Background: an optimization exercise with open tools, aiming at small area. Do not read the settings as production practice.
The RTL was checked by simulation tests, not by an equivalence proof against the original design.
No driver is modelled on the clock port, so clocking that relies on it looks cheaper here than on a real chip.
Power figures rest on the tool's default switching activity, not on a simulated workload.

--- design.v ---
module reg_file_param #(
  parameter int unsigned XLEN  = 32,
  parameter int unsigned NREG  = 32,
  parameter int unsigned NREAD = 2,
  localparam int unsigned AW   = (NREG > 1) ? $clog2(NREG) : 1
) (
  input  logic                  clk,
  input  logic                  reset,
  input  logic                  wEn,
  input  logic [AW-1:0]         rd,
  input  logic [XLEN-1:0]       data,
  input  logic [NREAD*AW-1:0]   rs,
  output logic [NREAD*XLEN-1:0] out,
  input  logic                  issueEn,
  input  logic [AW-1:0]         issueRd,
  output logic [NREAD-1:0]      busy
);
  localparam logic [AW:0] NREG_W = NREG[AW:0];
  logic [XLEN-1:0] regs [NREG];
  logic [NREG-1:0] busy_q;
  logic            wr_ok;
  logic            iss_ok;
  assign wr_ok  = wEn     && (rd != '0)      && ({1'b0, rd} < NREG_W);
  assign iss_ok = issueEn && (issueRd != '0) && ({1'b0, issueRd} < NREG_W);
  always_ff @(posedge clk) begin
    if (reset) begin
      for (int unsigned i = 0; i < NREG; i++) begin
        regs[i] <= '0;
      end
      busy_q <= '0;
    end else begin
      if (wr_ok) begin
        regs[rd]   <= data;
        busy_q[rd] <= 1'b0;
      end
      if (iss_ok) begin
        busy_q[issueRd] <= 1'b1;
      end
    end
  end
  always_comb begin
    logic [AW-1:0] idx;
    out  = '0;
    busy = '0;
    idx  = '0;
    for (int unsigned i = 0; i < NREAD; i++) begin
      idx = rs[i*AW +: AW];
      if ((idx != '0) && ({1'b0, idx} < NREG_W)) begin
        out[i*XLEN +: XLEN] = regs[idx];
        busy[i]             = busy_q[idx];
      end
    end
  end
endmodule
--- run.sh ---
#!/bin/bash
# synth_recipe.tcl (not shown) runs the flow's synth.tcl, then flattens the netlist and writes it again
# the make line also repeats each setting of config.mk as NAME=value (left out here)
make -C /OpenROAD-flow-scripts/flow DESIGN_CONFIG=/design/flow/config.mk WORK_HOME=/design/flow/orfs CLKGATE_MAP_FILE= SYNTH_SCRIPT=/design/flow/synth_recipe.tcl finish
--- config.mk ---
export PLATFORM = sky130hd
export DESIGN_NAME = reg_file_param
export DESIGN_NICKNAME = reg_file_param
export VERILOG_FILES = /design/flow/design.v
export SDC_FILE = /design/flow/constraint.sdc
export NUM_CORES = 4
export LEC_CHECK = 0
export CAP_MARGIN = 20
export CORE_MARGIN = 2
export CORE_UTILIZATION = 50
export SETUP_SLACK_MARGIN = 0.2
export SLEW_MARGIN = 20
--- constraint.sdc ---
create_clock -name core_clock -period 5.0 [get_ports {clk}]
set_input_delay 1.0000 -clock core_clock [delete_from_list [all_inputs] [get_ports {clk}]]
set_output_delay 1.0000 -clock core_clock [all_outputs]
set_load 0.01 [all_outputs]
==> results of run 1 <==
synthesized netlist by cell type, types with 3 or more instances:
master / n / area share [%]
nor2_2: 3 / 0.033
nand3_1: 32 / 0.28
or2_2: 32 / 0.35
or4_4: 3 / 0.059
buf_2: 72 / 0.63
o2111ai_1: 18 / 0.28
a211oi_1: 66 / 0.87
buf_4: 65 / 0.86
and2_1: 1027 / 11
o21ai_1: 21 / 0.18
clkbuf_1: 266 / 1.8
nor3b_1: 3 / 0.040
mux4_2: 462 / 18
o21ai_0: 127 / 1.1
inv_1: 8 / 0.053
a22oi_1: 66 / 0.87
edfxtp_1: 1024 / 54
nor2_1: 37 / 0.24
a221oi_1: 46 / 0.71
nand3b_1: 4 / 0.053
nand2b_1: 3 / 0.033
dfxtp_1: 32 / 1.1
a311oi_1: 66 / 1.0
mux2i_1: 132 / 2.3
ha_1: 11 / 0.24
nand2_1: 50 / 0.33
buf_6: 11 / 0.22
nor2b_1: 72 / 0.79
mux2_2: 66 / 1.3
a21oi_1: 33 / 0.29
per-layer routing:
metal  up-vias  routed length (um)  share of wire [%]  GRT usage (%)
li1      15317                   -                  -              -
met1     19569               73100                 37           44.8
met2      2383               93000                 47           54.1
met3       487               20000                 10           6.79
met4         8               12700                6.4           18.3
met5         -                 125              0.063              0
kinds of logic (layout without fill, tap and decap cells):
| logic type | count (synthesis) | count (layout) | share of synthesized area (%) |
|---|---|---|---|
| other cells | 0 | 2 | 0 |
| buf+inv | 427 | 692 | 3.60 |
| xor+xnor | 3 | 3 | 0.0461 |
| compound gates | 452 | 452 | 5.52 |
| mux | 660 | 660 | 21.9 |
| fa+ha+maj | 11 | 11 | 0.241 |
| simple gates | 1280 | 1280 | 13.7 |
| flops | 1056 | 1056 | 55.1 |
power by group:
part / leakage, nW / total (W) / switching, W / internal, W
registers: 10.0 / 0.0104 / 0.000258 / 0.0102
logic: 10.9 / 0.00303 / 0.00171 / 0.00132
clock network: 1.73 / 0.00810 / 0.00357 / 0.00454
worst reg2reg max path, delay by kind of cell (launching register included):
family / cells / cell delay [ns]
compound gates: 2 / 0.31
flops: 1 / 0.38
registers in the layout (all words and copies together) (netlist names):
register	count
busy_q	32
regs	1024
repair_timing:
item / 4_1_cts / 5_1_grt
cloned: 0 / 0
resized for setup: 3 / 10
endpoints found under the setup margin: 3 / 10
layout make-up:
type,count,share of cell area [%]
antenna,2,0.00764
clock buffer,143,4.65
inverter,8,0.0497
clock inverter,69,0.696
sequential,1056,47.9
timing repair buffer,472,7.51
multi-input combinational,2406,36.3
tap,1500,2.87
through the flow:
stage	area [um^2]	setup slack, ns
2_1_floorplan	57000	1.63
3_3_place_gp	61900	0.145
3_5_place_dp	61900	0.131
4_1_cts	65400	0.231
5_1_grt	65500	0.204
6_report	65500	0.151
worst max path at each step:
stage	startpoint	cells past startpoint	slack, ns	endpoint
4_1_cts	rs[0]	9	0.23	out[14]
3_3_place_gp	rs[8]	7	0.14	out[42]
3_5_place_dp	rs[0]	8	0.13	out[17]
2_1_floorplan	rs[6]	8	1.63	out[62]
6_report	rs[8]	7	0.15	out[42]
5_1_grt	rs[0]	8	0.20	out[4]
layout by cell type (no fill, tap or decap), drive strengths merged, types with 4 or more instances in the layout:
cell / count
o21ai: 148
mux2i: 132
a22oi: 66
clkdlybuf4s50: 99
nand3b: 4
buf: 373
clkinv: 62
a311oi: 66
o2111ai: 18
inv: 10
nor2b: 72
a211oi: 66
edfxtp: 1024
dfxtp: 32
mux2: 66
a21oi: 33
and2: 1027
bufinv: 5
or2: 34
ha: 11
clkbuf: 143
nor2: 41
or4: 4
nand3: 32
mux4: 462
nand2: 50
a221oi: 48
==> results.ini, run 1 <==
[outcome]
run_status=timing/DRC/antenna clean

[sta]
worstMarginPinSlew_ns=1.07
hold_viol=0
period_share_pct=97.0
finalSetupTns_ns=0
rsz0062_at_grt=no
max_freq_ghz=0.206
fin_crit_ns=4.85
final_max_slew_viol_count=0
finalClockSkew_ns=0
timing.slew.headroom_pct=28.3
whs_ns=0.506
setup_viol=0

[critical_path]
r2r_slack_ns=4.23
cp_cell_sequence=buf_2, buf_4, nor2_1, buf_4, a22oi_1, a311oi_2, clkdlybuf4s50_1
cp-start-kind=input pin
worstRegToRegCells=2
cp-end-kind=output port
worstPathArrival_ns=3.85
crit_required_ns=4.00
r2r_end=busy_q[13]$_SDFF_PP0_
crit_family=buffers and inverters
crit_type=in -> out
worstPathMaxFanout=11
cp_common_cell=buf_4
path_buf_inv=4
critPathSlowestCell=a311oi_2
slowest_delay_ns=0.69
r2r_start=busy_q[13]$_SDFF_PP0_

[clock_tree]
htree_levels=3
cts_buffer_depth=3
clock_latency_ns=0.71
root_buffer=clkbuf_16
cts_setup_buffers=0
cts_buffers=116
clkTransAtPathRegs_ns=0.05
cts.sinks=1056
tritoncts=built
cts_hold_buf=0

[pwr]
power_density_mw_per_mm2=329
p_total_w=0.0216
leakagePower_nw=22.7
ir_worst_vdd_v=0.000245

[placement]
port_buffers=121
dp_hpwl_mm=135
gp_congestion=0.966
place_inst=5442

[finish]
syn_to_final_growth_pct=14.8
layout.cells.non_filler=5656
fin_util_pct=58.0
drive_gt1_share_pct=27.7
multi_input_area_mm2=0.0238
layout.nets=4127
regArea_mm2=0.0314
fillCellCount=8738

[routing]
wire_per_inst_um=35.2
num_vias=37764
drt-initial-drc-count=4862
drc=0
firstDrtPassIters=6
ant_nets=0
finalWirelength_mm=199
viasPerCell=6.68

[floorplanning]
die_area_mm2=0.117
start_util_pct=50.5
pin_count=122
die_h_um=342
core.rowCount=123
die_w_um=342
core-area_mm2=0.113

[min_path]
holdPathEnd=busy_q[10]$_SDFF_PP0_
worstHoldStart=busy_q[10]$_SDFF_PP0_
hp-class=reg -> reg
whs_path_depth=2

[grt]
overflow=0
grt_pass1_vias=38269
grtUsageTotal_pct=34.2
grt_max_degree=85
antenna_found_initial=11
grt_pass1_wl_mm=282

[synthesis]
synth_edf_count=1024
syn_nets=3956
syn_area_mm2=0.0570
synth-main-ff-cell=edfxtp_1
synthDistinctLibCells=51
yosys_warnings=1
async_reset_ff_share_pct=0
syn_inst=3889
ys_seq_area_share_pct=55.1
avgSynthCellArea_um2=14.7
ys_ff_latch=1056

[job]
cap_violations=0

==> inputs of run 2 (changes only) <==
==> design.v (replaced) <==
module rf_aoi222 (
  input  logic a1, a2, b1, b2, c1, c2,
  output logic y
);
  assign y = ~((a1 & a2) | (b1 & b2) | (c1 & c2));
endmodule
module rf_nand2 (
  input  logic a, b,
  output logic y
);
  assign y = ~(a & b);
endmodule
module rf_nand4 (
  input  logic a, b, c, d,
  output logic y
);
  assign y = ~(a & b & c & d);
endmodule
module rf_nand3 (
  input  logic a, b, c,
  output logic y
);
  assign y = ~(a & b & c);
endmodule
module rf_or3 (
  input  logic a, b, c,
  output logic y
);
  assign y = a | b | c;
endmodule
module rf_rbit (
  input  logic [31:1] sel,
  input  logic [31:1] d,
  output logic        y
);
  logic [10:0] n;
  logic [2:0]  g;
  for (genvar k = 0; k < 10; k++) begin : g_aoi
    rf_aoi222 u (.a1(sel[3*k+1]), .a2(d[3*k+1]), .b1(sel[3*k+2]), .b2(d[3*k+2]),
                 .c1(sel[3*k+3]), .c2(d[3*k+3]), .y(n[k]));
  end
  rf_nand2 u_n31 (.a(sel[31]), .b(d[31]), .y(n[10]));
  rf_nand4 u_g0 (.a(n[0]), .b(n[1]), .c(n[2]), .d(n[3]), .y(g[0]));
  rf_nand4 u_g1 (.a(n[4]), .b(n[5]), .c(n[6]), .d(n[7]), .y(g[1]));
  rf_nand3 u_g2 (.a(n[8]), .b(n[9]), .c(n[10]), .y(g[2]));
  rf_or3   u_o  (.a(g[0]), .b(g[1]), .c(g[2]), .y(y));
endmodule
module reg_file_param #(
  parameter int unsigned XLEN  = 32,
  parameter int unsigned NREG  = 32,
  parameter int unsigned NREAD = 2,
  localparam int unsigned AW   = (NREG > 1) ? $clog2(NREG) : 1
) (
  input  logic                  clk,
  input  logic                  reset,
  input  logic                  wEn,
  input  logic [AW-1:0]         rd,
  input  logic [XLEN-1:0]       data,
  input  logic [NREAD*AW-1:0]   rs,
  output logic [NREAD*XLEN-1:0] out,
  input  logic                  issueEn,
  input  logic [AW-1:0]         issueRd,
  output logic [NREAD-1:0]      busy
);
  logic [XLEN-1:0] regs [1:31];
  logic [31:1]     busy_q;
  logic [XLEN-1:0] wdata;
  logic [31:1]     wsel;
  logic [31:1]     isel;
  assign wdata = data & {XLEN{~reset}};
  always_comb begin
    for (int unsigned i = 1; i < 32; i++) begin
      wsel[i] = reset | (wEn & (rd == AW'(i)));
      isel[i] = ~reset & issueEn & (issueRd == AW'(i));
    end
  end
  always_ff @(posedge clk) begin
    for (int unsigned i = 1; i < 32; i++) begin
      if (wsel[i]) regs[i] <= wdata;
    end
  end
  always_ff @(posedge clk) begin
    busy_q <= isel | (busy_q & ~wsel);
  end
  for (genvar p = 0; p < NREAD; p++) begin : g_port
    logic [31:1] sel;
    always_comb begin
      for (int unsigned i = 1; i < 32; i++) sel[i] = (rs[p*AW +: AW] == AW'(i));
    end
    for (genvar b = 0; b < XLEN; b++) begin : g_bit
      logic [31:1] col;
      for (genvar i = 1; i < 32; i++) begin : g_col
        assign col[i] = regs[i][b];
      end
      rf_rbit u_rb (.sel(sel), .d(col), .y(out[p*XLEN + b]));
    end
    rf_rbit u_rbusy (.sel(sel), .d(busy_q), .y(busy[p]));
  end
endmodule
--- a/config.mk
+++ b/config.mk
@@ -10,3 +10,4 @@
 export CORE_UTILIZATION = 50
 export SETUP_SLACK_MARGIN = 0.2
 export SLEW_MARGIN = 20
+export SYNTH_HIERARCHICAL = 1
==> run 2 against run 1 <==
Still clean. Cell area down 22%. Sequential power about the same. Die area is 29% lower. Final cell count decreased by 29%. Worst setup slack better by 0.037 ns. Count of clock-buffer cells in the layout down 14. Clock power is 4.7% lower.
==> results.ini, run 2 <==
[routing]
finalWirelength_mm=165  ; -17%
drc=0  ; unchanged
viasPerCell=8.04  ; +20%
wire_per_inst_um=41.3  ; +17%
firstDrtPassIters=14  ; +8
met2WireLength_mm=70.7  ; -24%
wl_met1_mm=56.1  ; -23%
num_vias=32137  ; -15%
met3_length_mm=27.2  ; +36%
drt-initial-drc-count=8136  ; +67%
ant_nets=0  ; unchanged
top_layer=met4

[grt]
overflow=0  ; unchanged
grt_max_degree=49  ; -42%
grt_pass1_vias=30713  ; -20%
grt_pass1_wl_mm=227  ; -20%
grtUsageTotal_pct=39.2  ; +5.0 points
antenna_found_initial=4  ; -7

[finish]
final_cell_mix=edfxtp_1, a222oi_1, buf_4
largestRegisters=regs: 992 flops, busy_q: 31 flops
layout.cells.non_filler=3997  ; -29%
final_common_cell=edfxtp_1
layout.nets=2906  ; -30%
fin_util_pct=63.6  ; +5.6 points
top_register=regs
largest_reg_flops=992  ; -3.1%
fillCellCount=5778  ; -34%
syn_to_final_growth_pct=26.4
drive_gt1_share_pct=23.6  ; -4.1 points

[pwr]
ir_worst_vdd_v=0.000358  ; +46%
power_density_mw_per_mm2=395  ; +20%
leakagePower_nw=17.1  ; -24%
p_total_w=0.0202  ; -6.5%

[sta]
finalClockSkew_ns=0  ; unchanged
fin_crit_ns=4.81  ; -0.0365 ns
max_freq_ghz=0.208  ; +0.76%
setup_viol=0  ; unchanged
timing.slew.headroom_pct=13.0  ; -15 points
final_max_slew_viol_count=0  ; unchanged
hold_viol=0  ; unchanged
period_share_pct=96.2  ; -0.73 points
rsz0062_at_grt=no
worstMarginPinSlew_ns=1.31  ; +0.233 ns

[synthesis]
ys_ff_latch=1023  ; -3.1%
avgSynthCellArea_um2=17.7  ; +21%
synthDistinctLibCells=35  ; -31%
synth_top_area_share_pct=73.8  ; +20 points
syn_area_mm2=0.0404  ; -29%
yosysTopAreaCell=edfxtp_1
synthTopCellsByArea=edfxtp_1, a222oi_1, nand4_1
synth-simple-area-share_pct=6.59  ; -7.1 points
syn_inst=2284  ; -41%
synth_most_common_cell=edfxtp_1
synthMuxAreaShare_pct=0  ; -22 points
synthXorXnorAreaFrac_pct=0  ; -0.046 points
yosys_warnings=8  ; +7
netlist_top_cells_count=edfxtp_1, a222oi_1, nand4_1
synth-main-ff-cell=edfxtp_1
synth_compound_area_share_pct=17.6  ; +12 points
ys_seq_area_share_pct=75.4  ; +20 points
syn_nets=2340  ; -41%
synth_edf_count=992  ; -3.1%
synthAdderAreaFrac_pct=0  ; -0.24 points
synth_top_family_by_area=compound AO/OA/AOI/OAI gates
async_reset_ff_share_pct=0  ; unchanged

[critical_path]
worstPathMaxFanout=17  ; +6
path_buf_inv=6  ; +2
critPathSlowestCell=or3_1
cp_cell_sequence=dlygate4sd2_1, nand2b_1, buf_4, buf_6, nor3_2, buf_12, buf_4, a222oi_1, nand4_1, or3_1, dlygate4sd2_1
worstPathArrival_ns=3.81  ; -0.04 ns
crit_family=buffers and inverters
slowest_delay_ns=0.48  ; -0.21 ns
cp-end-kind=output port
crit_required_ns=4.00  ; about the same
crit_type=in -> out
cp-start-kind=input pin
r2r_slack_ns=4.31  ; +0.08 ns

[job]
cap_violations=0  ; unchanged

[floorplanning]
core-area_mm2=0.0802  ; -29%
core.rowCount=104  ; -15%
die_h_um=288  ; -16%
pin_count=122  ; unchanged
die_area_mm2=0.0830  ; -29%
start_util_pct=50.3  ; -0.19 points
die_w_um=288  ; -16%

[clock_tree]
cts_buffers=105  ; -9.5%
cts.sinks=1023  ; -3.1%
clkTransAtPathRegs_ns=0.06  ; about the same
tritoncts=built
clock_latency_ns=0.67  ; -0.04 ns
root_buffer=clkbuf_16
cts_buffer_depth=3  ; unchanged
htree_levels=3  ; unchanged

[min_path]
hp-class=reg -> reg

[placement]
port_buffers=121  ; unchanged
place_inst=3733  ; -31%
gp_congestion=0.996  ; +3.0%
dp_hpwl_mm=99.6  ; -26%

[outcome]
run_status=timing/DRC/antenna clean

run 2: worst paths after layout:
check | from | endpoint | depth (start not counted)
hold reg to reg | busy_q[9]$_DFF_P_ | busy_q[9]$_DFF_P_ | 2
hold / removal | busy_q[9]$_DFF_P_ | busy_q[9]$_DFF_P_ | 2
setup / recovery | rs[2] | out[20] | 11
setup reg to reg | busy_q[30]$_DFF_P_ | busy_q[30]$_DFF_P_ | 2
run 2: power by group:
group          total, W  internal (W)  switching (W)
combinational   0.00186      0.000656        0.00120
sequential       0.0106        0.0102       0.000361
clock           0.00772       0.00443        0.00330
total            0.0202        0.0153        0.00486
run 2: repair_timing:
item,in CTS,in global routing
cloned,11,0
resized for setup,117,19
hold buffers,0,0
pin swaps,116,35
endpoints found under the setup margin,66,34
setup buffers,58,0
run 2: per-stage QoR:
step / hold WS [ns] / worst slack [ns] / instance area [um^2] / TNS, ns
3_5_place_dp: 0.455 / -0.432 / 46500 / -12.94
2_1_floorplan: 0.435 / 0.287 / 40400 / 0
5_1_grt: 0.485 / 0.201 / 51000 / 0
3_3_place_gp: 0.445 / -0.426 / 46100 / -18.47
4_1_cts: 0.467 / 0.204 / 50900 / 0
6_report: 0.472 / 0.188 / 51000 / 0
run 2: modules after synthesis (local to each module, per instance), excerpt:
module / times used / flops+latches
rf_nand4: 132 / 0
rf_nand2: 66 / 0
rf_aoi222: 660 / 0
reg_file_param: 1 / 1023
rf_nand3: 66 / 0
rf_or3: 66 / 0
run 2: cell families after synthesis:
| logic type | count (synthesis) |
|---|---|
| simple gates | 487 |
| compound gates | 722 |
| buf+inv | 52 |
| flops | 1023 |
run 2: final cells by class:
| class | instances | area (um^2) | area share (%) |
|---|---|---|---|
| antenna | 4 | 10.0 | 0.0196 |
| clock buffer | 129 | 2720 | 5.33 |
| clock inverter | 61 | 623 | 1.22 |
| inverter | 31 | 116 | 0.228 |
| multi-input combinational | 1220 | 10800 | 21.2 |
| sequential | 1023 | 30400 | 59.6 |
| tap | 1060 | 1330 | 2.60 |
| timing repair buffer | 469 | 4990 | 9.79 |
run 2: per-layer routing:
metal | vias to the layer above | track usage, %
li1 | 12304 | -
met1 | 16009 | 53.1
met2 | 3285 | 57.0
met3 | 539 | 11.0
met4 | 0 | 22.4
met5 | - | 0
run 2: worst register-to-register path: cells and delay by family, from the launching register on:
| family | cells | cell delay (ns) |
|---|---|---|
| compound gates | 1 | 0.16 |
| buf+inv | 1 | 0.06 |
| flops | 1 | 0.38 |
==> inputs of run 3 (changes only) <==
==> flow/run.sh (new file) <==
#!/bin/bash
# The standard layout (the standard.sh: standard synthesis, then ORFS to finish), with two
# changes passed to ORFS's make:
#  - the port buffers that ORFS inserts on every input and output are buf_2 cells instead of
#    the delay-cell buffers buffer_ports picks by default;
#  - RECOVER_POWER=100: after global routing, cells on paths with positive slack may be sized
#    down (ORFS's recover_power step), which gives back area the earlier repairs added.
# The full make output goes to flow_make.log here; ORFS keeps each step's log under orfs/logs/.
set -euo pipefail
cd "$(dirname "$0")/.."
bash standard.sh "BUFFER_PORTS_ARGS=-buffer_cell sky130_fd_sc_hd__buf_2" RECOVER_POWER=100 finish > flow_make.log 2>&1
==> standard.sh (new file) <==
#!/bin/bash
# synth_recipe.tcl (not shown) runs the flow's synth.tcl, then flattens the netlist and writes it again
# the make line also repeats each setting of config.mk as NAME=value (left out here)
make -C /OpenROAD-flow-scripts/flow DESIGN_CONFIG=/design/flow/config.mk WORK_HOME=/design/flow/orfs CLKGATE_MAP_FILE= SYNTH_SCRIPT=/design/flow/synth_recipe.tcl "${@:-finish}"
--- a/config.mk
+++ b/config.mk
@@ -8,6 +8,9 @@
 export CAP_MARGIN = 20
 export CORE_MARGIN = 2
 export CORE_UTILIZATION = 50
-export SETUP_SLACK_MARGIN = 0.2
+export CTS_BUF_LIST = sky130_fd_sc_hd__clkbuf_8
+export CTS_CLUSTER_DIAMETER = 100
+export CTS_CLUSTER_SIZE = 16
+export SETUP_SLACK_MARGIN = 0
 export SLEW_MARGIN = 20
 export SYNTH_HIERARCHICAL = 1
removed: run.sh
==> run 3 against run 2 <==
The layout now fails its checks (max-capacitance violations, max-slew violations). Clock power fell by 47%. Combinational power fell by 21%. Non-clock buffer count is 220 lower. Synthesized cell count unchanged. Sequential power is essentially flat. Worst setup slack lost 0.036 ns. Utilization fell by 7.6 points. Sequential share of layout area is 8.1 points higher. Cell area fell by 12%. Flip-flop and latch count unchanged. Largest cell class unchanged.
==> results.ini, run 3 <==
[sta]
timing.slew.headroom_pct=-75.3  ; -88 points
final_max_slew_viol_count=1508  ; +1508
rsz0062_at_grt=no
finalClockSkew_ns=0  ; unchanged
setup_viol=0  ; unchanged
period_share_pct=97.0  ; +0.71 points
hold_viol=0  ; unchanged
max_freq_ghz=0.206  ; -0.73%
worstMarginPinSlew_ns=2.61  ; +1.31 ns
whs_ns=0.479  ; +0.00754 ns
finalSetupTns_ns=0  ; unchanged
fin_crit_ns=4.85  ; +0.0355 ns

[floorplanning]
start_util_pct=50.3  ; unchanged
core-area_mm2=0.0802  ; unchanged
die_w_um=288  ; unchanged
die_area_mm2=0.0830  ; unchanged
pin_count=122  ; unchanged
die_h_um=288  ; unchanged
core.rowCount=104  ; unchanged

[critical_path]
cp-start-kind=input pin
crit_required_ns=4.00  ; about the same
cp-end-kind=output port
worstPathMaxFanout=33  ; +16
worstPathArrival_ns=3.85  ; +0.04 ns
crit_type=in -> out
slowest_delay_ns=0.58  ; +0.10 ns
cp_cell_sequence=buf_2, nand2b_1, nor3_1, buf_2, a222oi_1, nand4_1, or3_1, clkbuf_1
critPathSlowestCell=or3_1
crit_family=simple AND/OR/NAND/NOR gates
cp_common_cell=buf_2
path_buf_inv=3  ; -3

[clock_tree]
cts_hold_buf=0  ; unchanged
cts.sinks=1023  ; unchanged
tritoncts=built
cts_buffer_depth=3  ; unchanged
clkTransAtPathRegs_ns=0.10  ; +0.04 ns
cts_buffers=74  ; -30%
clock_latency_ns=0.70  ; +0.03 ns
htree_levels=3  ; unchanged
cts_setup_buffers=0  ; -100%
root_buffer=clkbuf_8
cts_resized=0  ; -100%

[synthesis]
synth_most_common_cell=edfxtp_1
async_reset_ff_share_pct=0  ; unchanged
synth_top_area_share_pct=73.8  ; unchanged
syn_area_mm2=0.0404  ; unchanged
syn_nets=2340  ; unchanged
yosysTopAreaCell=edfxtp_1
netlist_top_cells_count=edfxtp_1, a222oi_1, nand4_1
syn_inst=2284  ; unchanged
synthDistinctLibCells=35  ; unchanged
ys_ff_latch=1023  ; unchanged
synthTopCellsByArea=edfxtp_1, a222oi_1, nand4_1
synth_edf_count=992  ; unchanged
synth-main-ff-cell=edfxtp_1
yosys_warnings=8  ; unchanged
ys_seq_area_share_pct=75.4  ; unchanged
avgSynthCellArea_um2=17.7  ; unchanged

[pwr]
p_int_w=0.0120  ; -21%
leakagePower_nw=14.2  ; -17%
power_density_mw_per_mm2=360  ; -9.0%
p_sw_share_pct=25.6  ; +1.5 points
power_frac_seq_pct=65.5  ; +13 points
combPwrFrac_pct=9.1  ; about the same
ir_worst_vdd_v=0.000214  ; -40%
pwr-share-clk_pct=25.4  ; -13 points
p_sw_w=0.00413  ; -15%

[finish]
final_cell_mix=edfxtp_1, a222oi_1, nand4_1
layout.nets=2644  ; -9.0%
largest_reg_flops=992  ; unchanged
drive_gt1_share_pct=11.6  ; -12 points
top_register=regs
fillCellCount=6396  ; +11%
largestRegisters=regs: 992 flops, busy_q: 31 flops
layout.cells.non_filler=3671  ; -8.2%
syn_to_final_growth_pct=11.2
final_common_cell=edfxtp_1

[routing]
finalWirelength_mm=154  ; -6.6%
firstDrtPassIters=13  ; -1
num_vias=30327  ; -5.6%
wire_per_inst_um=42.0  ; +1.7%
drc=0  ; unchanged
ant_nets=0  ; unchanged
drt-initial-drc-count=7919  ; -2.7%
viasPerCell=8.26  ; +2.7%

[grt]
overflow=0  ; unchanged
grt_pass1_vias=28498  ; -7.2%
antenna_found_initial=3  ; -1
grtUsageTotal_pct=36.4  ; -2.7 points
grt_max_degree=55  ; +12%
grt_pass1_wl_mm=211  ; -6.9%

[placement]
place_inst=3571  ; -4.3%
port_buffers=121  ; unchanged
dp_hpwl_mm=87.1  ; -13%
gp_congestion=1.01  ; +1.6%

[job]
cap_violations=53  ; +53

[outcome]
run_status=finished with violations
so_faults=max-capacitance violations, max-slew violations

[min_path]
hp-class=reg -> reg

[run 3: cell count changes in the layout (fill, tap and decap cells not counted), sizes merged, moves of 4 or more]
cell           previous run  this run
buf                     349       144
clkdlybuf4s50            75         0
clkbuf                  134       184
clkinv                   41         0
dlygate4sd2              34         0
inv                      35        47
bufinv                   11         0
nor2                     62        51
dlymetal6s2s              4         0
[run 3: final cells by class]
cell class                      instances  area, um^2  area share (%)
Inverter                               31         118           0.262
Clock inverter                         18        83.8           0.187
Multi-Input combinational cell       1209       10200            22.7
Tap cell                             1060        1330            2.96
Timing Repair Buffer                  249        1670            3.72
Clock buffer                           79        1090            2.42
Sequential cell                      1023       30400            67.8
Antenna cell                            2        5.00          0.0112
[run 3: cell families (layout without fill, tap and decap cells)]
group	after synthesis	after routing	synth area share (%)
AND/OR/NAND/NOR	487	487	6.59
AO/OA/AOI/OAI	722	722	17.6
other	0	2	0
buffers and inverters	52	377	0.487
flip-flops	1023	1023	75.4
[run 3: worst register-to-register path: stages (launching register included)]
cell and delay, ns:
dfxtp_1 0.39, inv_1 0.05, o22ai_1 0.16
[run 3: metal layers]
metal	up-vias	share of wire [%]	GRT usage, %
met5	-	0	0
met4	0	6.0	17.8
met3	529	17	11.7
met2	3039	43	53.6
met1	15100	34	49.2
li1	11659	-	-
[run 3: power groups by stage]
stage	Sequential [W]	Combinational (W)	Clock, W
floorplan	0.0106	0.000649	0
CTS	0.0105	0.00146	0.00412
finish	0.0106	0.00147	0.00410
detailed placement	0.0107	0.00146	0
global placement	0.0107	0.00144	0
global route	0.0106	0.00149	0.00442
[run 3: per-stage QoR]
step	total power [W]	area, um^2	setup slack [ns]	util (%)
2_1_floorplan	0.0113	40400	0.287	-
5_1_grt	0.0165	44900	0.161	56.0
3_3_place_gp	0.0121	44000	0.470	54.9
4_1_cts	0.0161	45200	0.456	56.4
3_5_place_dp	0.0122	44100	0.469	55.0
6_report	0.0161	44900	0.152	56.0
[run 3: modules after synthesis, one instance, submodules excluded, excerpt]
module / area (um^2) / times used
rf_nand2: 3.75 / 66
reg_file_param: 31900 / 1
rf_nand3: 5.00 / 66
rf_or3: 6.26 / 66
rf_aoi222: 10.0 / 660
rf_nand4: 6.26 / 132
[run 3: path summary, 6_finish.rpt]
| path | slack [ns] | end | cells after the start | start |
|---|---|---|---|---|
| max | 0.15 | out[30] | 8 | rs[4] |
| min reg2reg | 0.48 | busy_q[6]$_DFF_P_ | 2 | busy_q[6]$_DFF_P_ |
| max reg2reg | 4.31 | busy_q[28]$_DFF_P_ | 2 | busy_q[28]$_DFF_P_ |
| min | 0.48 | busy_q[6]$_DFF_P_ | 2 | busy_q[6]$_DFF_P_ |
==> inputs of run 4 (changes only) <==
--- a/design.v
+++ b/design.v
@@ -27,6 +27,14 @@
   output logic y
 );
   assign y = a | b | c;
+endmodule
+module rf_dec (
+  input  logic [4:0]  idx,
+  output logic [31:1] sel
+);
+  always_comb begin
+    for (int unsigned i = 1; i < 32; i++) sel[i] = (idx == 5'(i));
+  end
 endmodule
 module rf_rbit (
   input  logic [31:1] sel,
@@ -83,17 +91,16 @@
     busy_q <= isel | (busy_q & ~wsel);
   end
   for (genvar p = 0; p < NREAD; p++) begin : g_port
-    logic [31:1] sel;
-    always_comb begin
-      for (int unsigned i = 1; i < 32; i++) sel[i] = (rs[p*AW +: AW] == AW'(i));
-    end
+    logic [31:1] sel_lo, sel_hi;
+    rf_dec u_dec_lo (.idx(rs[p*AW +: AW]), .sel(sel_lo));
+    rf_dec u_dec_hi (.idx(rs[p*AW +: AW]), .sel(sel_hi));
     for (genvar b = 0; b < XLEN; b++) begin : g_bit
       logic [31:1] col;
       for (genvar i = 1; i < 32; i++) begin : g_col
         assign col[i] = regs[i][b];
       end
-      rf_rbit u_rb (.sel(sel), .d(col), .y(out[p*XLEN + b]));
+      rf_rbit u_rb (.sel(b < XLEN/2 ? sel_lo : sel_hi), .d(col), .y(out[p*XLEN + b]));
     end
-    rf_rbit u_rbusy (.sel(sel), .d(busy_q), .y(busy[p]));
+    rf_rbit u_rbusy (.sel(sel_hi), .d(busy_q), .y(busy[p]));
   end
 endmodule
==> run.sh (new file) <==
#!/bin/bash
# synth_recipe.tcl (not shown) runs the flow's synth.tcl, then flattens the netlist and writes it again
# the make line also repeats each setting of config.mk as NAME=value (left out here)
make -C /OpenROAD-flow-scripts/flow DESIGN_CONFIG=/design/flow/config.mk WORK_HOME=/design/flow/orfs CLKGATE_MAP_FILE= SYNTH_SCRIPT=/design/flow/synth_recipe.tcl finish
removed: flow/run.sh
removed: standard.sh
==> run 4 against run 3 <==
The layout fails its checks (negative setup slack). Critical path type unchanged. Final cell count up 8.4%. Worst hold slack got worse by 0.0083 ns. Flip-flop and latch count is the same. Synthesized cell count rose by 3.5%. Via count rose by 2.1%. Register-to-register slack about the same.
==> results.ini, run 4 <==
[sta]
whs_ns=0.471  ; -0.00835 ns
max_freq_ghz=0.200  ; -3.2%
setup_slack_ns=-0.00628  ; -0.159 ns
fin_crit_ns=5.01  ; +0.159 ns
period_share_pct=100  ; +3.2 points
timing.slew.headroom_pct=18.4  ; +94 points
finalClockSkew_ns=0  ; unchanged
rsz0062_at_grt=yes
hold_viol=0  ; unchanged
setup_viol=1  ; +1
worstMarginPinSlew_ns=1.22  ; -1.39 ns
final_max_slew_viol_count=0  ; -100%

[synthesis]
synth-main-ff-cell=edfxtp_1
syn_inst=2364  ; +3.5%
syn_area_mm2=0.0408  ; +1.1%
synthMuxAreaShare_pct=0  ; unchanged
netlist_top_cells_count=edfxtp_1, a222oi_1, nand4_1
synth_top_area_share_pct=73.0  ; -0.81 points
syn_nets=2420  ; +3.4%
synthAdderAreaFrac_pct=0  ; unchanged
synth_edf_count=992  ; unchanged
avgSynthCellArea_um2=17.3  ; -2.3%
synth-simple-area-share_pct=7.58  ; +0.99 points
ys_seq_area_share_pct=74.5  ; -0.83 points
synthTopCellsByArea=edfxtp_1, a222oi_1, nand4_1
async_reset_ff_share_pct=0  ; unchanged
synth_most_common_cell=edfxtp_1
synth_top_family_by_area=compound AO/OA/AOI/OAI gates
yosys_warnings=9  ; +1
synthXorXnorAreaFrac_pct=0  ; unchanged
ys_ff_latch=1023  ; unchanged
synthDistinctLibCells=34  ; -2.9%
yosysTopAreaCell=edfxtp_1
synth_compound_area_share_pct=17.4  ; -0.21 points

[pwr]
ir_worst_vdd_v=0.000314  ; +47%
power_frac_seq_pct=64.6  ; -0.9 points
power_density_mw_per_mm2=335  ; -6.9%
p_sw_share_pct=25.1  ; -0.46 points
p_sw_w=0.00411  ; -0.50%
combPwrFrac_pct=10.8  ; +1.7 points
leakagePower_nw=16.5  ; +16%
pwr-share-clk_pct=24.6  ; -0.8 points
p_int_w=0.0122  ; +1.9%

[clock_tree]
cts_buffer_depth=3  ; unchanged
tritoncts=built
clkTransAtPathRegs_ns=0.10  ; about the same
root_buffer=clkbuf_8
cts_buffers=73  ; -1.4%
htree_levels=3  ; unchanged
cts.sinks=1023  ; unchanged
clock_latency_ns=0.72  ; +0.02 ns

[routing]
ant_nets=0  ; unchanged
wire_per_inst_um=37.2  ; -11%
drc=0  ; unchanged
num_vias=30975  ; +2.1%
viasPerCell=7.78  ; -5.8%
finalWirelength_mm=148  ; -3.9%
drt-initial-drc-count=7442  ; -6.0%
firstDrtPassIters=11  ; -2

[placement]
gp_congestion=0.978  ; -3.3%
port_buffers=121  ; unchanged
dp_hpwl_mm=93.8  ; +7.7%
place_inst=3867  ; +8.3%

[critical_path]
critPathSlowestCell=clkdlybuf4s50_1
cp-start-kind=input pin
crit_type=in -> out
cp-end-kind=output port
worstPathArrival_ns=4.01  ; +0.16 ns
slowest_delay_ns=0.49  ; -0.09 ns
cp_cell_sequence=clkdlybuf4s50_1, buf_4, buf_4, nand3b_1, nor2_1, buf_12, buf_12, a222oi_1, nand4_1, or3_4, clkdlybuf4s50_1
crit_required_ns=4.00  ; about the same
worstPathMaxFanout=12  ; -64%

[floorplanning]
pin_count=122  ; unchanged
die_area_mm2=0.0839  ; +1.1%
die_h_um=290  ; +0.54%
die_w_um=290  ; +0.54%
core.rowCount=104  ; unchanged
start_util_pct=50.6  ; +0.23 points
core-area_mm2=0.0807  ; +0.65%

[grt]
overflow=0  ; unchanged
grt_pass1_wl_mm=207  ; -1.9%
grtUsageTotal_pct=34.6  ; -1.9 points
grt_max_degree=48  ; -13%
antenna_found_initial=5  ; +2
grt_pass1_vias=29913  ; +5.0%

[finish]
final_cell_mix=edfxtp_1, a222oi_1, buf_4
largestRegisters=regs: 992 flops, busy_q: 31 flops
final_common_cell=edfxtp_1
drive_gt1_share_pct=19.6  ; +8.0 points
largest_reg_flops=992  ; unchanged
multi_input_area_mm2=0.0107  ; +4.8%
layout.cells.non_filler=3980  ; +8.4%
syn_to_final_growth_pct=19.7
top_register=regs
layout.nets=2946  ; +11%
regArea_mm2=0.0304  ; unchanged
fillCellCount=5972  ; -6.6%

[job]
cap_violations=0  ; -100%

[outcome]
run_status=finished with violations
so_faults=negative setup slack

[min_path]
hp-class=reg -> reg

run 4: changes by cell type after synthesis, sizes merged, moves of 12 or more:
| cell | previous run | this run |
|---|---|---|
| o2bb2ai | 6 | 20 |
| or3b | 1 | 13 |
| o22ai | 12 | 0 |
| nor3 | 20 | 2 |
| nor2 | 51 | 132 |
run 4: per-layer routing:
layer / vias to the layer above / global-route usage (%) / part of all wire [%]
met3: 457 / 8.65 / 14
met2: 2802 / 54.2 / 45
met1: 15378 / 44.8 / 34
met5: - / 0 / 0.018
li1: 12334 / - / -
met4: 4 / 18.4 / 6.4
run 4: kinds of logic (layout without fill, tap and decap cells):
family / after synthesis / after routing
compound gates: 722 / 722
other cells: 0 / 6
simple gates: 563 / 563
flops: 1023 / 1023
buf+inv: 56 / 606
run 4: final cells by class:
cell class	count	share of cell area (%)
Sequential cell	1023	62.3
Clock buffer	75	2.11
Clock inverter	24	0.236
Inverter	31	0.241
Multi-Input combinational cell	1285	21.9
Timing Repair Buffer	476	10.6
Antenna cell	6	0.0307
Tap cell	1060	2.72
run 4: Yosys stat by module (local to each module, per instance), a selection:
| module | times used | cell area (um^2) | flip-flops and latches |
|---|---|---|---|
| reg_file_param | 1 | 31500 | 1023 |
| rf_dec | 4 | 218 | 0 |
| rf_nand4 | 132 | 6.26 | 0 |
| rf_or3 | 66 | 6.26 | 0 |
| rf_nand3 | 66 | 5.00 | 0 |
| rf_aoi222 | 660 | 10.0 | 0 |
| rf_nand2 | 66 | 3.75 | 0 |
run 4: path summary, 6_finish.rpt:
| check | start | to | slack (ns) | cells after the start |
|---|---|---|---|---|
| max | rs[2] | out[27] | -0.006 | 11 |
| max reg2reg | busy_q[13]$_DFF_P_ | busy_q[13]$_DFF_P_ | 4.30 | 1 |
| min reg2reg | busy_q[24]$_DFF_P_ | busy_q[24]$_DFF_P_ | 0.47 | 2 |
| min | busy_q[24]$_DFF_P_ | busy_q[24]$_DFF_P_ | 0.47 | 2 |
run 4: repair_timing:
action | in CTS | in global routing
pin swaps | 64 | 87
gates cloned | 0 | 0
hold buffers | 0 | 0
resized for setup | 60 | 57
setup buffers | 6 | 2
hold endpoints to repair | 0 | 0
setup endpoints to repair | 66 | 52
run 4: worst max-delay path, delay by kind of cell:
kind / cells / cell delay [ns]
buf+inv: 6 / 1.56
simple gates: 4 / 1.03
compound gates: 1 / 0.41
run 4: power by group through the flow:
stage / clock network, W / logic (W) / registers [W]
2_1_floorplan: 0 / 0.000663 / 0.0106
3_3_place_gp: 0 / 0.00167 / 0.0107
3_5_place_dp: 0 / 0.00169 / 0.0107
4_1_cts: 0.00405 / 0.00171 / 0.0105
5_1_grt: 0.00436 / 0.00181 / 0.0106
6_report: 0.00403 / 0.00177 / 0.0106
run 4: through the flow:
step	utilization (%)	instance area, um^2	setup slack [ns]	total power, W	setup TNS [ns]
detailed placement	58.5	47200	-0.336	0.0124	-9.66
finish	60.5	48800	-0.00628	0.0164	-0.00628
floorplan	-	40800	1.52	0.0113	0
global route	60.5	48800	-0.0163	0.0168	-0.0200
global placement	58.4	47100	-0.521	0.0123	-13.58
CTS	60.1	48500	0.000159	0.0163	0
==> inputs of run 5 (changes only) <==
==> flow/run.sh (new file) <==
#!/bin/bash
# The standard layout (the standard.sh: standard synthesis, then ORFS to finish), with one
# change: the port buffers that ORFS inserts on every input and output are buf_2 cells instead
# of the delay-cell buffers buffer_ports picks by default. The full make output goes to
# flow_make.log here; ORFS keeps each step's log under orfs/logs/.
set -euo pipefail
cd "$(dirname "$0")/.."
bash standard.sh "BUFFER_PORTS_ARGS=-buffer_cell sky130_fd_sc_hd__buf_2" finish > flow_make.log 2>&1
==> standard.sh (new file) <==
#!/bin/bash
# synth_recipe.tcl (not shown) runs the flow's synth.tcl, then flattens the netlist and writes it again
# the make line also repeats each setting of config.mk as NAME=value (left out here)
make -C /OpenROAD-flow-scripts/flow DESIGN_CONFIG=/design/flow/config.mk WORK_HOME=/design/flow/orfs CLKGATE_MAP_FILE= SYNTH_SCRIPT=/design/flow/synth_recipe.tcl "${@:-finish}"
removed: run.sh
==> run 5 against run 4 <==
The run now finishes clean. Synthesized cell count unchanged. Via count down 2.8%. Flip-flop and latch count unchanged. Non-clock buffer count down 199. Power down 2.2%. Worst setup slack better by 0.34 ns. Synthesized area unchanged. Clock power down 2%. Combinational power down 17%. Cell area down 7.4%.
==> results.ini, run 5 <==
[outcome]
run_status=timing/DRC/antenna clean

[synthesis]
syn_area_mm2=0.0408  ; unchanged
synth_top_area_share_pct=73.0  ; unchanged
async_reset_ff_share_pct=0  ; unchanged
ys_ff_latch=1023  ; unchanged
yosysTopAreaCell=edfxtp_1
syn_inst=2364  ; unchanged
ys_seq_area_share_pct=74.5  ; unchanged
netlist_top_cells_count=edfxtp_1, a222oi_1, nand4_1
synthDistinctLibCells=34  ; unchanged
synth-main-ff-cell=edfxtp_1
avgSynthCellArea_um2=17.3  ; unchanged
synth_most_common_cell=edfxtp_1
syn_nets=2420  ; unchanged
yosys_warnings=9  ; unchanged
synthTopCellsByArea=edfxtp_1, a222oi_1, nand4_1
synth_edf_count=992  ; unchanged

[critical_path]
cp-start-kind=input pin
worstPathArrival_ns=3.66  ; -0.35 ns
crit_type=in -> out
worstPathMaxFanout=16  ; +4
crit_required_ns=4.00  ; about the same
cp-end-kind=output port

[finish]
largestRegisters=regs: 992 flops, busy_q: 31 flops
largest_reg_flops=992  ; unchanged
syn_to_final_growth_pct=10.9
fillCellCount=6306  ; +5.6%
top_register=regs
final_cell_mix=edfxtp_1, a222oi_1, buf_4
final_common_cell=edfxtp_1
layout.nets=2747  ; -6.8%
drive_gt1_share_pct=16.0  ; -3.6 points

[sta]
finalSetupTns_ns=0  ; +0.00628 ns
finalClockSkew_ns=0  ; unchanged
rsz0062_at_grt=no
setup_viol=0  ; -1
fin_crit_ns=4.66  ; -0.344 ns
timing.slew.headroom_pct=17.8  ; -0.61 points
period_share_pct=93.3  ; -6.9 points
final_max_slew_viol_count=0  ; unchanged
max_freq_ghz=0.214  ; +7.4%
worstMarginPinSlew_ns=1.23  ; +0.00920 ns
hold_viol=0  ; unchanged
setup_slack_ns=0.337  ; +0.344 ns

[clock_tree]
root_buffer=clkbuf_8
clkTransAtPathRegs_ns=0.11  ; about the same
cts.sinks=1023  ; unchanged
cts_hold_buf=0  ; unchanged
cts_buffers=73  ; unchanged
cts_buffer_depth=3  ; unchanged
cts_resized=0  ; -100%
htree_levels=3  ; unchanged
clock_latency_ns=0.72  ; about the same
cts_setup_buffers=0  ; -6
tritoncts=built

[floorplanning]
die_h_um=290  ; unchanged
die_area_mm2=0.0839  ; unchanged
pin_count=122  ; unchanged
core-area_mm2=0.0807  ; unchanged
die_w_um=290  ; unchanged
start_util_pct=50.6  ; unchanged
core.rowCount=104  ; unchanged

[grt]
overflow=0  ; unchanged
grt_max_degree=34  ; -29%
grt_pass1_wl_mm=206  ; -0.73%
antenna_found_initial=7  ; +2
grt_pass1_vias=28804  ; -3.7%
grtUsageTotal_pct=34.6  ; +0.043 points

[routing]
drt-initial-drc-count=7615  ; +2.3%
finalWirelength_mm=148  ; -0.15%
drc=0  ; unchanged
viasPerCell=7.96  ; +2.3%
num_vias=30106  ; -2.8%
wire_per_inst_um=39.1  ; +5.1%
ant_nets=0  ; unchanged
firstDrtPassIters=14  ; +3

[pwr]
ir_worst_vdd_v=0.000238  ; -24%
power_density_mw_per_mm2=354  ; +5.6%
leakagePower_nw=14.9  ; -10%

[placement]
gp_congestion=1.09  ; +11%
dp_hpwl_mm=90.1  ; -4.0%
port_buffers=121  ; unchanged
dp_slack_ns=0.517  ; +0.853 ns

[min_path]
hp-class=reg -> reg

[job]
cap_violations=0  ; unchanged

==> run 5: changes by cell type in the layout (fill, tap and decap cells not counted), sizes merged, moves of 2 or more <==
cell / change
buf: -79
diode: +5
clkinvlp: +2
inv: -8
dlymetal6s2s: -33
clkdlybuf4s50: -67
dlygate4sd2: -19
==> run 5: path summary, 6_finish.rpt <==
check	endpoint	from	cells after the start	slack, ns
max	out[38]	rs[6]	8	0.34
min	busy_q[22]$_DFF_P_	busy_q[22]$_DFF_P_	2	0.47
max reg2reg	busy_q[27]$_DFF_P_	busy_q[27]$_DFF_P_	1	4.33
min reg2reg	busy_q[22]$_DFF_P_	busy_q[22]$_DFF_P_	2	0.47
==> run 5: power by group <==
part	switching (W)	leakage, nW	total [W]	internal, W
registers	0.000378	9.84	0.0106	0.0102
logic	0.00107	4.40	0.00147	0.000401
clock network	0.00259	0.622	0.00395	0.00136
total	0.00404	14.9	0.0160	0.0120
==> run 5: modules after synthesis (local to each module, per instance), excerpt <==
module	copies in the design	flops+latches	cell area, um^2
rf_dec	4	0	218
reg_file_param	1	1023	31500
rf_aoi222	660	0	10.0
rf_or3	66	0	6.26
rf_nand4	132	0	6.26
rf_nand3	66	0	5.00
rf_nand2	66	0	3.75
==> run 5: stage by stage <==
| stage | hold WS, ns | instance area [um^2] | util [%] | power (W) | instances |
|---|---|---|---|---|---|
| final | 0.471 | 45200 | 56.1 | 0.0160 | 3780 |
| after detailed placement | 0.454 | 44000 | 54.6 | 0.0122 | 3676 |
| after floorplan | 0.435 | 40800 | - | 0.0113 | 2364 |
| after global routing | 0.490 | 45200 | 56.0 | 0.0164 | 3770 |
| after global placement | 0.444 | 43900 | 54.4 | 0.0121 | 3673 |
| after CTS | 0.470 | 45100 | 55.9 | 0.0159 | 3769 |
==> run 5: final cells by class <==
| cell class | count | area (um^2) | share of cell area (%) |
|---|---|---|---|
| diodes | 11 | 27.5 | 0.0609 |
| clock buffers | 74 | 1020 | 2.25 |
| clock inverters | 19 | 83.8 | 0.185 |
| inverters | 31 | 116 | 0.257 |
| multi-input cells | 1285 | 10400 | 23.1 |
| flip-flops and latches | 1023 | 30400 | 67.2 |
| well taps | 1060 | 1330 | 2.93 |
| repair buffers | 277 | 1810 | 4.01 |
==> run 5: kinds of logic after synthesis <==
family          count (synthesis)  share of synthesized area (%)
compound gates                722                           17.4
buf+inv                        56                          0.530
flops                        1023                           74.5
simple gates                  563                           7.58
==> run 5: worst max-delay path: stages <==
cell,delay [ns]
buf_2,0.24
or3b_4,0.46
nor2_1,0.85
buf_4,0.36
a222oi_1,0.09
nand4_1,0.21
or3_1,0.27
buf_2,0.18
==> run 5: metal layers <==
metal	GRT usage, %	share of wire (%)	vias to the layer above
li1	-	-	11924
met4	19.5	7.0	2
met1	45.2	33	14896
met2	55.3	46	2732
met3	5.97	14	552
met5	0	0.0054	-
==> inputs of run 6 (changes only) <==
==> flow/run.sh (replaced) <==
#!/bin/bash
# The standard layout (the standard.sh: standard synthesis, then ORFS to finish), with two
# changes passed to ORFS's make:
#  - the port buffers that ORFS inserts on every input and output are buf_2 cells instead of
#    the delay-cell buffers buffer_ports picks by default;
#  - flow/post_cts.tcl runs at the end of the CTS step (ORFS's POST_CTS_TCL hook): it takes
#    out repair buffers and sizes logic cells down where slew, capacitance and timing allow.
# The full make output goes to flow_make.log here; ORFS keeps each step's log under orfs/logs/.
set -euo pipefail
cd "$(dirname "$0")/.."
bash standard.sh "BUFFER_PORTS_ARGS=-buffer_cell sky130_fd_sc_hd__buf_2" \
  "POST_CTS_TCL=$PWD/flow/post_cts.tcl" finish > flow_make.log 2>&1
==> flow/post_cts.tcl (new file) <==
set ds_t0 [clock seconds]
sta::make_equiv_cells [get_libs *]
set_max_transition 1.2 [current_design]
estimate_parasitics -placement
set ::ds_slew0 [sta::max_slew_violation_count]
set ::ds_cap0 [sta::max_capacitance_violation_count]
proc ds_ok {} {
  if {[sta::max_slew_violation_count] > $::ds_slew0} { return 0 }
  if {[sta::max_capacitance_violation_count] > $::ds_cap0} { return 0 }
  if {[sta::worst_slack_cmd max] < 0.35e-9} { return 0 }
  if {[sta::worst_slack_cmd min] < 0.05e-9} { return 0 }
  return 1
}
puts "downsize: start area [expr {[rsz::design_area]*1e12}] slew_v $::ds_slew0 cap_v $::ds_cap0 ws [sta::worst_slack_cmd max] ok [ds_ok]"
proc ds_area {} { return [expr {[rsz::design_area]*1e12}] }
# Phase 1.
set unbuf 0
set bnames {}
foreach b [get_cells *] { lappend bnames [get_full_name $b] }
foreach bn $bnames {
  set b [get_cells -quiet $bn]
  if {$b eq ""} continue
  set bm [get_property $b liberty_cell]
  if {$bm eq "" || $bm eq "NULL"} continue
  if {![regexp {__buf_\d+$} [get_name $bm]]} continue
  set ain [get_pins -of_objects $b -filter "direction == input"]
  set nin [get_nets -of_objects $ain]
  if {$nin eq ""} continue
  if {[llength [get_ports -quiet -of_objects $nin]] > 0} continue
  set xout [get_pins -of_objects $b -filter "direction == output"]
  set nout [get_nets -of_objects $xout]
  if {[llength [get_ports -quiet -of_objects $nout]] > 0} continue
  set drv [get_pins -quiet -of_objects $nin -filter "direction == output"]
  if {[llength $drv] != 1} continue
  set loads [get_pins -quiet -of_objects $nin -filter "direction == input"]
  if {[llength $loads] != 1} continue
  set g [get_cells -of_objects $drv]
  set gm [get_property $g liberty_cell]
  if {$gm eq "" || $gm eq "NULL"} continue
  if {[regexp {df|clkbuf|clkinv} [get_name $gm]]} continue
  set ba [get_property $bm area]
  set ga [get_property $gm area]
  set odb_b [[ord::get_db_block] findInst [get_name $b]]
  set loc [$odb_b getLocation]
  set bname [get_name $b]
  set gpin [get_full_name $drv]
  remove_buffers [list $b]
  estimate_parasitics -placement
  set done [ds_ok]
  if {!$done} {
    set cands {}
    foreach c [sta::find_equiv_cells $gm] {
      if {[regexp {probe|lpflow|clkbuf|clkdly|dlygate|dlymetal|clkinv} [get_name $c]]} continue
      set a [get_property $c area]
      if {$a > $ga + 1e-6 && $a < $ga + $ba - 1e-6} { lappend cands [list $c $a] }
    }
    foreach ca [lsort -real -increasing -index 1 $cands] {
      replace_cell $g [lindex $ca 0]
      estimate_parasitics -placement
      if {[ds_ok]} { set done 1; break }
    }
  }
  if {$done} { incr unbuf; continue }
  replace_cell $g $gm
  estimate_parasitics -placement
  set gnet [get_nets -of_objects [get_pins $gpin]]
  set dbu [[ord::get_db_block] getDbUnitsPerMicron]
  insert_buffer -buffer_cell $bm -net $gnet -location [list [expr {[lindex $loc 0]/double($dbu)}] [expr {[lindex $loc 1]/double($dbu)}]]
  estimate_parasitics -placement
}
puts "downsize: removed $unbuf buffers, area [ds_area] ws [sta::worst_slack_cmd max] ok [ds_ok]"
set insts {}
foreach inst [get_cells *] {
  set lc [get_property $inst liberty_cell]
  if {$lc eq "" || $lc eq "NULL"} continue
  set cn [get_name $lc]
  if {[regexp {df|tap|fill|decap|diode|clkbuf|clkinv|conb} $cn]} continue
  lappend insts [list $inst $lc [get_property $lc area]]
}
set insts [lsort -real -decreasing -index 2 $insts]
set changed 0
foreach e $insts {
  lassign $e inst lc a0
  set cands {}
  foreach c [sta::find_equiv_cells $lc] {
    set cname [get_name $c]
    if {[regexp {probe|lpflow|clkbuf|clkdly|dlygate|dlymetal|clkinv} $cname]} continue
    set a [get_property $c area]
    if {$a < $a0 - 1e-6} { lappend cands [list $c $a] }
  }
  if {$cands eq ""} continue
  foreach ca [lsort -real -increasing -index 1 $cands] {
    lassign $ca c a
    replace_cell $inst $c
    estimate_parasitics -placement
    if {[ds_ok]} { incr changed; break }
    replace_cell $inst $lc
    estimate_parasitics -placement
  }
}
set_max_transition 1.5 [current_design]
detailed_placement
check_placement -verbose
estimate_parasitics -placement
puts "downsize: changed $changed area [expr {[rsz::design_area]*1e12}] ws [sta::worst_slack_cmd max] in [expr {[clock seconds]-$ds_t0}] s"
--- a/config.mk
+++ b/config.mk
@@ -11,6 +11,6 @@
 export CTS_BUF_LIST = sky130_fd_sc_hd__clkbuf_8
 export CTS_CLUSTER_DIAMETER = 100
 export CTS_CLUSTER_SIZE = 16
-export SETUP_SLACK_MARGIN = 0
+export SETUP_SLACK_MARGIN = 0.1
 export SLEW_MARGIN = 20
 export SYNTH_HIERARCHICAL = 1
==> run 6 against run 5 <==
Die area is the same. Power down 0.40%. Sequential share of layout area grew 1.2 points. Worst hold slack worse by 0.0011 ns. Synthesized cell count unchanged. Wire length is 0.12% lower. Worst setup slack got worse by 0.16 ns. Global-route usage hardly changed. Final cell count decreased by 1.9%. Utilization down 0.96 points. Via count decreased by 1.1%.
==> results.ini, run 6 <==
[clock_tree]
clkTransAtPathRegs_ns=0.11  ; about the same
tritoncts=built
clock_latency_ns=0.72  ; about the same
cts.sinks=1023  ; unchanged

[job]
cap_violations=0  ; unchanged

[critical_path]
cp-start-kind=input pin
crit_path_start=rs[4]
r2r_slack_ns=4.32  ; about the same
crit_type=in -> out
r2r_start=busy_q[27]$_DFF_P_
r2r_end=busy_q[27]$_DFF_P_
cp-end-kind=output port
crit_required_ns=4.00  ; about the same
crit_end=out[15]
worstRegToRegCells=1  ; unchanged
worstPathArrival_ns=3.82  ; +0.16 ns
worstPathMaxFanout=15  ; -1

[pwr]
combPwrFrac_pct=8.9  ; -0.3 points
power_frac_seq_pct=66.4  ; +0.3 points
p_int_w=0.0119  ; -0.49%
pwr-share-clk_pct=24.7  ; about the same
power_density_mw_per_mm2=358  ; +1.3%
ir_worst_vdd_v=0.000237  ; -0.34%
p_total_w=0.0159  ; -0.40%
p_sw_share_pct=25.3  ; +0.068 points
leakagePower_nw=13.9  ; -6.3%
p_sw_w=0.00403  ; -0.13%

[finish]
syn_to_final_growth_pct=8.95
largestRegisters=regs: 992 flops, busy_q: 31 flops
final_cell_mix=edfxtp_1, a222oi_1, buf_1
layout.cells.non_filler=3707  ; -1.9%
fillCellCount=6454  ; +2.3%
final_common_cell=edfxtp_1
drive_gt1_share_pct=10.0  ; -6.0 points
top_register=regs
largest_reg_flops=992  ; unchanged
layout.nets=2674  ; -2.7%

[min_path]
worstHoldStart=busy_q[29]$_DFF_P_
hp-class=reg -> reg

[grt]
grt_pass1_wl_mm=205  ; -0.32%
busiest_layer=met2
antenna_found_initial=7  ; unchanged
grt_max_degree=34  ; unchanged
grtUsageMet1_pct=45.0  ; -0.29 points
overflow=0  ; unchanged
met2_usage_pct=54.9  ; -0.42 points
grtUsageTotal_pct=34.6  ; about the same
met3_usage_pct=6.62  ; +0.65 points
grt_pass1_vias=28624  ; -0.62%

[routing]
finalWirelength_mm=148  ; -0.12%
num_vias=29775  ; -1.1%
ant_nets=0  ; unchanged
drc=0  ; unchanged
wire_per_inst_um=39.8  ; +1.8%
drt-initial-drc-count=7986  ; +4.9%
viasPerCell=8.03  ; +0.85%
firstDrtPassIters=12  ; -2

[sta]
period_share_pct=96.5  ; +3.2 points
setup_viol=0  ; unchanged
hold_viol=0  ; unchanged
worstMarginPinSlew_ns=1.23  ; -0.00274 ns
finalClockSkew_ns=0  ; unchanged
final_max_slew_viol_count=0  ; unchanged
fin_crit_ns=4.82  ; +0.161 ns
finalSetupTns_ns=0  ; unchanged
whs_ns=0.470  ; -0.00112 ns
max_freq_ghz=0.207  ; -3.3%
timing.slew.headroom_pct=18.0  ; +0.18 points
rsz0062_at_grt=no

[synthesis]
syn_inst=2364  ; unchanged
syn_nets=2420  ; unchanged
synth-simple-area-share_pct=7.58  ; unchanged
synthXorXnorAreaFrac_pct=0  ; unchanged
synth_compound_area_share_pct=17.4  ; unchanged
synthDistinctLibCells=34  ; unchanged
synth-main-ff-cell=edfxtp_1
ys_seq_area_share_pct=74.5  ; unchanged
yosysTopAreaCell=edfxtp_1
yosys_warnings=9  ; unchanged
synthAdderAreaFrac_pct=0  ; unchanged
synthMuxAreaShare_pct=0  ; unchanged
synth_top_family_by_area=compound AO/OA/AOI/OAI gates
netlist_top_cells_count=edfxtp_1, a222oi_1, nand4_1
synth_edf_count=992  ; unchanged
synth_top_area_share_pct=73.0  ; unchanged
avgSynthCellArea_um2=17.3  ; unchanged
ys_ff_latch=1023  ; unchanged
synthTopCellsByArea=edfxtp_1, a222oi_1, nand4_1
synth_most_common_cell=edfxtp_1
syn_area_mm2=0.0408  ; unchanged
async_reset_ff_share_pct=0  ; unchanged

[floorplanning]
die_area_mm2=0.0839  ; unchanged
die_h_um=290  ; unchanged
core.rowCount=104  ; unchanged
core-area_mm2=0.0807  ; unchanged
start_util_pct=50.6  ; unchanged
pin_count=122  ; unchanged
die_w_um=290  ; unchanged

[placement]
port_buffers=121  ; unchanged
gp_congestion=1.09  ; unchanged
place_inst=3676  ; unchanged
dp_hpwl_mm=90.1  ; unchanged

[outcome]
run_status=timing/DRC/antenna clean

run 6: worst min-delay path by stage:
stage	to	slack, ns	depth (start not counted)
after global routing	busy_q[31]$_DFF_P_	0.49	2
after floorplan	busy_q[23]$_DFF_P_	0.43	2
final	busy_q[29]$_DFF_P_	0.47	2
after detailed placement	busy_q[16]$_DFF_P_	0.45	2
after global placement	busy_q[10]$_DFF_P_	0.44	2
run 6: final cells by class, clock buffers not listed:
type | count | area (um^2) | area share, %
Antenna cell | 11 | 27.5 | 0.0619
Sequential cell | 1023 | 30400 | 68.4
Multi-Input combinational cell | 1285 | 10600 | 23.9
Clock inverter | 19 | 78.8 | 0.177
Inverter | 31 | 116 | 0.262
Tap cell | 1060 | 1330 | 2.98
Timing Repair Buffer | 204 | 865 | 1.94
run 6: layer usage:
metal | vias to the layer above | routed length (um)
met5 | - | 0
met4 | 0 | 9800
met3 | 514 | 19800
met2 | 2679 | 68300
met1 | 14793 | 49800
li1 | 11789 | -
run 6: cell families after synthesis:
logic type / Yosys count
flip-flops: 1023
AND/OR/NAND/NOR: 563
buffers and inverters: 56
AO/OA/AOI/OAI: 722
run 6: critical path: stages:
cell and delay [ns]:
buf_2 0.15, nand2b_1 0.38, nor2_1 0.11, buf_1 0.46, a222oi_1 0.67, nand4_1 0.32
or3_1 0.55, buf_1 0.17
run 6: Yosys stat by module (local to each module, per instance), a selection:
module	area (um^2)	copies in the design
rf_nand2	3.75	66
rf_dec	218	4
reg_file_param	31500	1
rf_nand4	6.26	132
rf_nand3	5.00	66
rf_or3	6.26	66
rf_aoi222	10.0	660
run 6: through the flow:
stage	worst slack, ns	instance area [um^2]	utilization (%)
2_1_floorplan	1.52	40800	-
3_5_place_dp	0.517	44000	54.6
6_report	0.176	44500	55.1
5_1_grt	0.169	44400	55.1
3_3_place_gp	0.408	43900	54.4
run 6: power groups by stage:
stage | sequential (W) | combinational [W] | clock, W
after floorplan | 0.0106 | 0.000663 | 0
after global placement | 0.0107 | 0.00138 | 0
after detailed placement | 0.0108 | 0.00141 | 0
after global routing | 0.0106 | 0.00145 | 0.00426
final | 0.0106 | 0.00142 | 0.00393

==> afterwards: timing with drivers on the ports <==
The flow's constraints put no driver on any port. The routed layouts listed below were extracted and timed again, unchanged, in two steps.
Step 1 (the two cells are an assumption about what drives the block):
set clk [get_ports {clk}]
set_driving_cell -lib_cell sky130_fd_sc_hd__clkbuf_16 $clk
set_driving_cell -lib_cell sky130_fd_sc_hd__buf_2 [delete_from_list [all_inputs] $clk]
Step 2 also shifts input and output timing later by t, the mid clock arrival at the registers, as if the neighbouring blocks saw the same clock.
Three values: ideal, step 1, step 2; two values: the first two.
| run | t (ns) | setup slack, ns | hold WS [ns] |
|---|---|---|---|
| run 1 | 0.794 | 0.151 / 0.126 / 0.126 | 0.506 / 0.506 / 0.506 |
| run 2 | 0.735 | 0.188 / 0.164 / 0.164 | 0.472 / 0.472 / 0.472 |
| run 3 | 0.769 | 0.152 / 0.125 / 0.125 | 0.479 / 0.479 / 0.479 |
| run 4 | 0.781 | -0.006 / -0.036 / -0.036 | 0.471 / 0.471 / 0.471 |
| run 5 | 0.780 | 0.337 / 0.205 / 0.205 | 0.471 / 0.471 / 0.471 |
| run 6 | 0.770 | 0.176 / 0.052 / 0.052 | 0.470 / 0.470 / 0.470 |
The setup slack of run 5, which loses most, moves by -0.132 ns with the drivers and by -0.132 ns with both steps.
